This design comes from an exercise in tuning for small area, a short achievable clock period and few clock cycles per item on the open sky130 flow, not from production work.
RTL that was checked went through simulation tests only; none was proved equivalent to the original.
Power figures rest on the tool's default switching activity, not on a simulated workload.

Setup of lane 3:
// lmfe_top
module lmfe_top (
    input  logic             clk,
    input  logic             reset,
    input  logic             in_en,
    input  lmfe_pkg::pixel_t Din,
    output logic             busy,
    output logic             out_valid,
    output lmfe_pkg::pixel_t Dout
);
    logic [5:0]                we;
    logic [7:0]                wpix;
    lmfe_pkg::col_t            ph;
    lmfe_pkg::lag_t            lag;
    logic [47:0]               rd;
    logic [7:0]                prd;
    logic [55:0]               col_pix;
    logic                      emit;
    lmfe_pkg::col_t            rc;
    row_loader i_loader (
        .clk   (clk),
        .reset (reset),
        .in_en (in_en),
        .Din   (Din),
        .emit  (emit),
        .busy  (busy),
        .we    (we),
        .wpix  (wpix),
        .ph    (ph),
        .lag   (lag),
        .prd   (prd)
    );
    line_buffer i_lbuf (
        .clk  (clk),
        .we   (we),
        .wpix (wpix),
        .rd   (rd)
    );
    window_scanner i_scan (
        .clk     (clk),
        .reset   (reset),
        .ph      (ph),
        .lag     (lag),
        .rd      (rd),
        .prd     (prd),
        .col_pix (col_pix),
        .emit    (emit),
        .rc      (rc)
    );
    median_rank49 i_rank (
        .clk       (clk),
        .reset     (reset),
        .col_pix   (col_pix),
        .emit      (emit),
        .rc        (rc),
        .Dout      (Dout),
        .out_valid (out_valid)
    );
endmodule
Size: ~7400 flip-flops.
clock: 15.0 ns
lec_check: 0
abc_clock_period_in_ps: 4000
cap_margin: 20
cell_pad_in_sites_detail_placement: 1
cell_pad_in_sites_global_placement: 2
core_margin: 2
core_utilization: 40
cts_buf_list: sky130_fd_sc_hd__clkbuf_16
cts_cluster_diameter: 100
cts_cluster_size: 25
place_density: 0.55
slew_margin: 20
run.sh (not shown) runs the stock make flow with config.mk's settings and CLKGATE_MAP_FILE= SYNTH_SCRIPT=/design/flow/synth_recipe.tcl, a recipe that flattens the netlist after the stock synthesis.
Lane 3: no failed stages, no open violations at the end
Modified inputs, lane 5 compared to lane 3
==> flow/flow/run.sh (new file) <==
#!/bin/bash
# The standard layout (standard.sh, unchanged synthesis), with ORFS's
# repair_timing asked to leave more setup slack than the 15 ns clock needs,
# so that the achieved period shrinks. Gate cloning is off so that no
# register is ever copied. make's output goes to standard.log here; each
# ORFS step also keeps its own log under orfs/logs/.
set -euo pipefail
cd "$(dirname "$0")/.."
export SETUP_SLACK_MARGIN=10.5
export SKIP_GATE_CLONING=1
bash standard.sh > standard.log 2>&1
==> flow/standard.sh (new file) <==
#!/bin/bash
# synth_recipe.tcl (not shown) runs the flow's synth.tcl, then flattens the netlist and writes it again
# the make line also repeats each setting of config.mk as NAME=value (left out here)
make -C /OpenROAD-flow-scripts/flow DESIGN_CONFIG=/design/flow/config.mk WORK_HOME=/design/flow/orfs CLKGATE_MAP_FILE= SYNTH_SCRIPT=/design/flow/synth_recipe.tcl "${@:-finish}"
removed: flow/run.sh
## What came out
Lane 5 vs lane 3, slack of the worst reg-to-reg path went up by 1.13 ns.
The reported net switching power of lane 5 exceeds that of lane 3 by 2.6%.
Between lane 3 and lane 5, the cell count went up.
[lane 5] worst slew slack as a fraction of its limit rose 1.1 points relative to lane 3
Lane 3 → lane 5: final sequential cell count held; total number of multi-input combinational cells held; met3 usage in global routing held.
Lane 3 reached the end of the flow, and the finished layout is clean on the timing, DRC and antenna checks.
Lane 5 finished all stages; the layout is clean.
Function was not checked in any run of this note: the RTL went through the layout flow alone.

========
== job 3870 ==
Another version of the RTL of lmfe_top (not shown whole).
Size: roughly 7300 flip-flops, ~21 I/O pins, ~180000 sq um of cells after synthesis.
Settings: LEC_CHECK=0, ABC_AREA=1, CAP_MARGIN=20, CELL_PAD_IN_SITES_DETAIL_PLACEMENT=0, CELL_PAD_IN_SITES_GLOBAL_PLACEMENT=1, CORE_MARGIN=2, CORE_UTILIZATION=55, CTS_BUF_LIST=sky130_fd_sc_hd__clkbuf_16, CTS_CLUSTER_DIAMETER=70, CTS_CLUSTER_SIZE=30, PLACE_DENSITY=0.68, SLEW_MARGIN=20; clock period 15.0 ns.
standard.sh (not shown) runs the stock make flow with config.mk's settings and CLKGATE_MAP_FILE= SYNTH_SCRIPT=/design/flow/synth_recipe.tcl, a recipe that flattens the netlist after the stock synthesis.
==> flow/flow/run.sh <==
#!/bin/bash
# The standard layout (standard.sh, unchanged synthesis), with ORFS's
# repair_timing asked to leave more setup slack than the 15 ns clock needs,
# so that the achieved period shrinks. Gate cloning is off so that no
# register is ever copied. Every port still gets a buffer; buffer_ports is
# only told which buffer cell to use. make's output goes to standard.log
# here; each ORFS step also keeps its own log under orfs/logs/.
set -euo pipefail
cd "$(dirname "$0")/.."
export SETUP_SLACK_MARGIN=10.7
export SKIP_GATE_CLONING=1
export BUFFER_PORTS_ARGS="-buffer_cell sky130_fd_sc_hd__buf_4"
bash standard.sh > standard.log 2>&1
Testbench counts of job 3870, summed over its fixed seeds: cycles 99,498, frames 6.
Setup changes, job 3870 to job 4529
# job 3870
export LEC_CHECK = 0
export ABC_AREA = 1
export CAP_MARGIN = 20
export CELL_PAD_IN_SITES_DETAIL_PLACEMENT = 0
export CELL_PAD_IN_SITES_GLOBAL_PLACEMENT = 1
export CORE_MARGIN = 2
export CORE_UTILIZATION = 55
export CTS_BUF_LIST = sky130_fd_sc_hd__clkbuf_16
export CTS_CLUSTER_DIAMETER = 70
export CTS_CLUSTER_SIZE = 30
export PLACE_DENSITY = 0.68
export SLEW_MARGIN = 20
create_clock -name core_clock -period 15.0 [get_ports {clk}]
# job 4529
export LEC_CHECK = 0
export ABC_CLOCK_PERIOD_IN_PS = 4000
export CAP_MARGIN = 20
export CELL_PAD_IN_SITES_DETAIL_PLACEMENT = 0
export CELL_PAD_IN_SITES_GLOBAL_PLACEMENT = 1
export CORE_MARGIN = 2
export CORE_UTILIZATION = 55
export CTS_BUF_LIST = sky130_fd_sc_hd__clkbuf_16
export CTS_CLUSTER_DIAMETER = 100
export CTS_CLUSTER_SIZE = 25
export PLACE_DENSITY = 0.68
export SLEW_MARGIN = 20
create_clock -name core_clock -period 15.0 [get_ports {clk}]
diff --git a/flow/flow/run.sh b/flow/flow/run.sh
--- a/flow/flow/run.sh
+++ b/flow/flow/run.sh
@@ -8,5 +8,5 @@
 set -euo pipefail
 cd "$(dirname "$0")/.."
-export SETUP_SLACK_MARGIN=10.7
+export SETUP_SLACK_MARGIN=10.5
 export SKIP_GATE_CLONING=1
 export BUFFER_PORTS_ARGS="-buffer_cell sky130_fd_sc_hd__buf_4"
## What came out
Diff job 3870 -> job 4529 | global-route usage | decrease of 0.84 points. Changes observed in job 4529 relative to job 3870: number of DRC violations after detailed-routing iteration 0 moved up; post-route clock period utilization grew by 0.19 points; share of power burned in combinational logic fell by 0.6 points. Job 4529 closes out successfully: all stages finished, all timing, DRC and antenna checks passed. From job 3870 to job 4529 the numbers moved as follows: routing usage on met3 went down; worst setup margin went down; count of clock-net buffers in the final layout went up; cell area went up; number of filler cells placed in the layout went down. Per the comparison of job 4529 with job 3870, HPWL after detailed placement lost 13000 um, simple logic cell fraction of the synthesized area has decreased.
--- input diff job 4529..job 3834 ---
# job 4529
export LEC_CHECK = 0
export ABC_CLOCK_PERIOD_IN_PS = 4000
export CAP_MARGIN = 20
export CELL_PAD_IN_SITES_DETAIL_PLACEMENT = 0
export CELL_PAD_IN_SITES_GLOBAL_PLACEMENT = 1
export CORE_MARGIN = 2
export CORE_UTILIZATION = 55
export CTS_BUF_LIST = sky130_fd_sc_hd__clkbuf_16
export CTS_CLUSTER_DIAMETER = 100
export CTS_CLUSTER_SIZE = 25
export PLACE_DENSITY = 0.68
export SLEW_MARGIN = 20
create_clock -name core_clock -period 15.0 [get_ports {clk}]
# job 3834
export LEC_CHECK = 0
export ABC_AREA = 1
export CAP_MARGIN = 20
export CELL_PAD_IN_SITES_DETAIL_PLACEMENT = 0
export CELL_PAD_IN_SITES_GLOBAL_PLACEMENT = 1
export CORE_MARGIN = 2
export CORE_UTILIZATION = 55
export CTS_BUF_LIST = sky130_fd_sc_hd__clkbuf_16
export CTS_CLUSTER_DIAMETER = 100
export CTS_CLUSTER_SIZE = 25
export PLACE_DENSITY = 0.68
export SLEW_MARGIN = 20
create_clock -name core_clock -period 15.0 [get_ports {clk}]
### Flow results
- Taking job 4529 as the reference point, the post-layout total power of job 3834 rises by 0.68%.
- Against job 4529 as the reference, job 3834 delivers a lower layout overhead on the synthesized area.
- Looking at die area across both flows, job 3834 is the stronger of the two, with job 4529 trailing.
[inputs] job 196 vs job 3834
# job 3834
export LEC_CHECK = 0
export ABC_AREA = 1
export CAP_MARGIN = 20
export CELL_PAD_IN_SITES_DETAIL_PLACEMENT = 0
export CELL_PAD_IN_SITES_GLOBAL_PLACEMENT = 1
export CORE_MARGIN = 2
export CORE_UTILIZATION = 55
export CTS_BUF_LIST = sky130_fd_sc_hd__clkbuf_16
export CTS_CLUSTER_DIAMETER = 100
export CTS_CLUSTER_SIZE = 25
export PLACE_DENSITY = 0.68
export SLEW_MARGIN = 20
create_clock -name core_clock -period 15.0 [get_ports {clk}]
# job 196
export LEC_CHECK = 0
export ABC_CLOCK_PERIOD_IN_PS = 4000
export CAP_MARGIN = 20
export CELL_PAD_IN_SITES_DETAIL_PLACEMENT = 0
export CELL_PAD_IN_SITES_GLOBAL_PLACEMENT = 1
export CORE_MARGIN = 2
export CORE_UTILIZATION = 55
export CTS_BUF_LIST = sky130_fd_sc_hd__clkbuf_16
export CTS_CLUSTER_DIAMETER = 100
export CTS_CLUSTER_SIZE = 25
export PLACE_DENSITY = 0.68
export SETUP_SLACK_MARGIN = 5
export SLEW_MARGIN = 20
create_clock -name core_clock -period 15.0 [get_ports {clk}]
==> flow/run.sh (new file) <==
#!/bin/bash
# synth_recipe.tcl (not shown) runs the flow's synth.tcl, then flattens the netlist and writes it again
# the make line also repeats each setting of config.mk as NAME=value (left out here)
make -C /OpenROAD-flow-scripts/flow DESIGN_CONFIG=/design/flow/config.mk WORK_HOME=/design/flow/orfs CLKGATE_MAP_FILE= SYNTH_SCRIPT=/design/flow/synth_recipe.tcl finish
removed: flow/flow/run.sh
removed: flow/standard.sh
[summary]
The layout net count in job 196 is 0.890 times that in job 3834.
On job 196: number of buffers other than clock buffers in the final layout is about 5% higher than what job 3834 gave.
Against job 3834, job 196 comes in 0.16 points lower on sequential share of cell area.
Going from job 3834 to job 196, switching power shrinks by 0.46 mW.
Going from job 3834 to job 196, final-layout worst hold slack grows by 0.038 ns.
--- input diff job 196..job 143 ---
# job 196
export LEC_CHECK = 0
export ABC_CLOCK_PERIOD_IN_PS = 4000
export CAP_MARGIN = 20
export CELL_PAD_IN_SITES_DETAIL_PLACEMENT = 0
export CELL_PAD_IN_SITES_GLOBAL_PLACEMENT = 1
export CORE_MARGIN = 2
export CORE_UTILIZATION = 55
export CTS_BUF_LIST = sky130_fd_sc_hd__clkbuf_16
export CTS_CLUSTER_DIAMETER = 100
export CTS_CLUSTER_SIZE = 25
export PLACE_DENSITY = 0.68
export SETUP_SLACK_MARGIN = 5
export SLEW_MARGIN = 20
create_clock -name core_clock -period 15.0 [get_ports {clk}]
# job 143
export LEC_CHECK = 0
export ABC_AREA = 1
export CAP_MARGIN = 20
export CELL_PAD_IN_SITES_DETAIL_PLACEMENT = 0
export CELL_PAD_IN_SITES_GLOBAL_PLACEMENT = 1
export CORE_MARGIN = 2
export CORE_UTILIZATION = 55
export CTS_BUF_LIST = sky130_fd_sc_hd__clkbuf_16
export CTS_CLUSTER_DIAMETER = 100
export CTS_CLUSTER_SIZE = 25
export PLACE_DENSITY = 0.68
export SLEW_MARGIN = 20
create_clock -name core_clock -period 15.0 [get_ports {clk}]
==> flow/flow/run.sh (new file) <==
#!/bin/bash
# The standard layout (standard.sh, unchanged synthesis), with ORFS's
# repair_timing asked to leave more setup slack than the 15 ns clock needs,
# so that the achieved period shrinks. Gate cloning is off so that no
# register is ever copied. Every port still gets a buffer; buffer_ports is
# only told which buffer cell to use. make's output goes to standard.log
# here; each ORFS step also keeps its own log under orfs/logs/.
set -euo pipefail
cd "$(dirname "$0")/.."
export SETUP_SLACK_MARGIN=10.7
export SKIP_GATE_CLONING=1
export BUFFER_PORTS_ARGS="-buffer_cell sky130_fd_sc_hd__buf_4"
bash standard.sh > standard.log 2>&1
==> flow/standard.sh (new file) <==
#!/bin/bash
# synth_recipe.tcl (not shown) runs the flow's synth.tcl, then flattens the netlist and writes it again
# the make line also repeats each setting of config.mk as NAME=value (left out here)
make -C /OpenROAD-flow-scripts/flow DESIGN_CONFIG=/design/flow/config.mk WORK_HOME=/design/flow/orfs CLKGATE_MAP_FILE= SYNTH_SCRIPT=/design/flow/synth_recipe.tcl "${@:-finish}"
removed: flow/run.sh
### Flow results
- Job 143 vs. job 196: site row count decreased by 0.48% relative to the old numbers; routed wire length higher; total core area down 0.64%; clock-buffer cell count increased by about 1.2% relative to the old numbers; count of plain and timing-repair buffers in the layout now larger.

==> port drivers added, routing unchanged <==
In the flow no input, the clock included, has a driving cell. The finished layouts below were timed again as built, in two steps.
Step 1 sets driving cells, clkbuf_16 on the clock port and buf_2 on the other inputs (assumed; they add their load-dependent delay and slew).
Step 2 adds t to the input delays and takes it off the output delays; t is the mean of the earliest and latest rising clock arrival at the registers after step 1. Input paths then give back, and output paths get back, about the clock's delay inside the block.
Slacks: ideal / step 1 / step 2; pairs: ideal / step 1.
| run | t, ns | setup slack, ns | worst setup path at the end | latest minus earliest clock arrival (ns) |
|---|---|---|---|---|
| lane 3 | 1.047 | 8.900 / 8.900 / 8.900 | register to register | 0.079 / 0.079 |
| lane 5 | 1.048 | 10.035 / 10.035 / 10.035 | register to register | 0.080 / 0.080 |
| job 3870 | 1.014 | 10.540 / 10.439 / 10.126 | input to register | 0.063 / 0.063 |
| job 4529 | 0.996 | 10.511 / 10.414 / 10.207 | input to register | 0.054 / 0.053 |
| job 3834 | 1.044 | 10.441 / 10.338 / 10.407 | input to register | 0.081 / 0.081 |
| job 196 | 1.008 | 9.203 / 9.203 / 9.203 | register to register | 0.057 / 0.057 |
| job 143 | 1.024 | 10.513 / 10.412 / 10.132 | input to register | 0.084 / 0.084 |
After both steps setup and hold are still met in every run listed. The setup slack of job 3870, which loses most, moves by -0.101 ns with the drivers and by -0.414 ns with both steps.
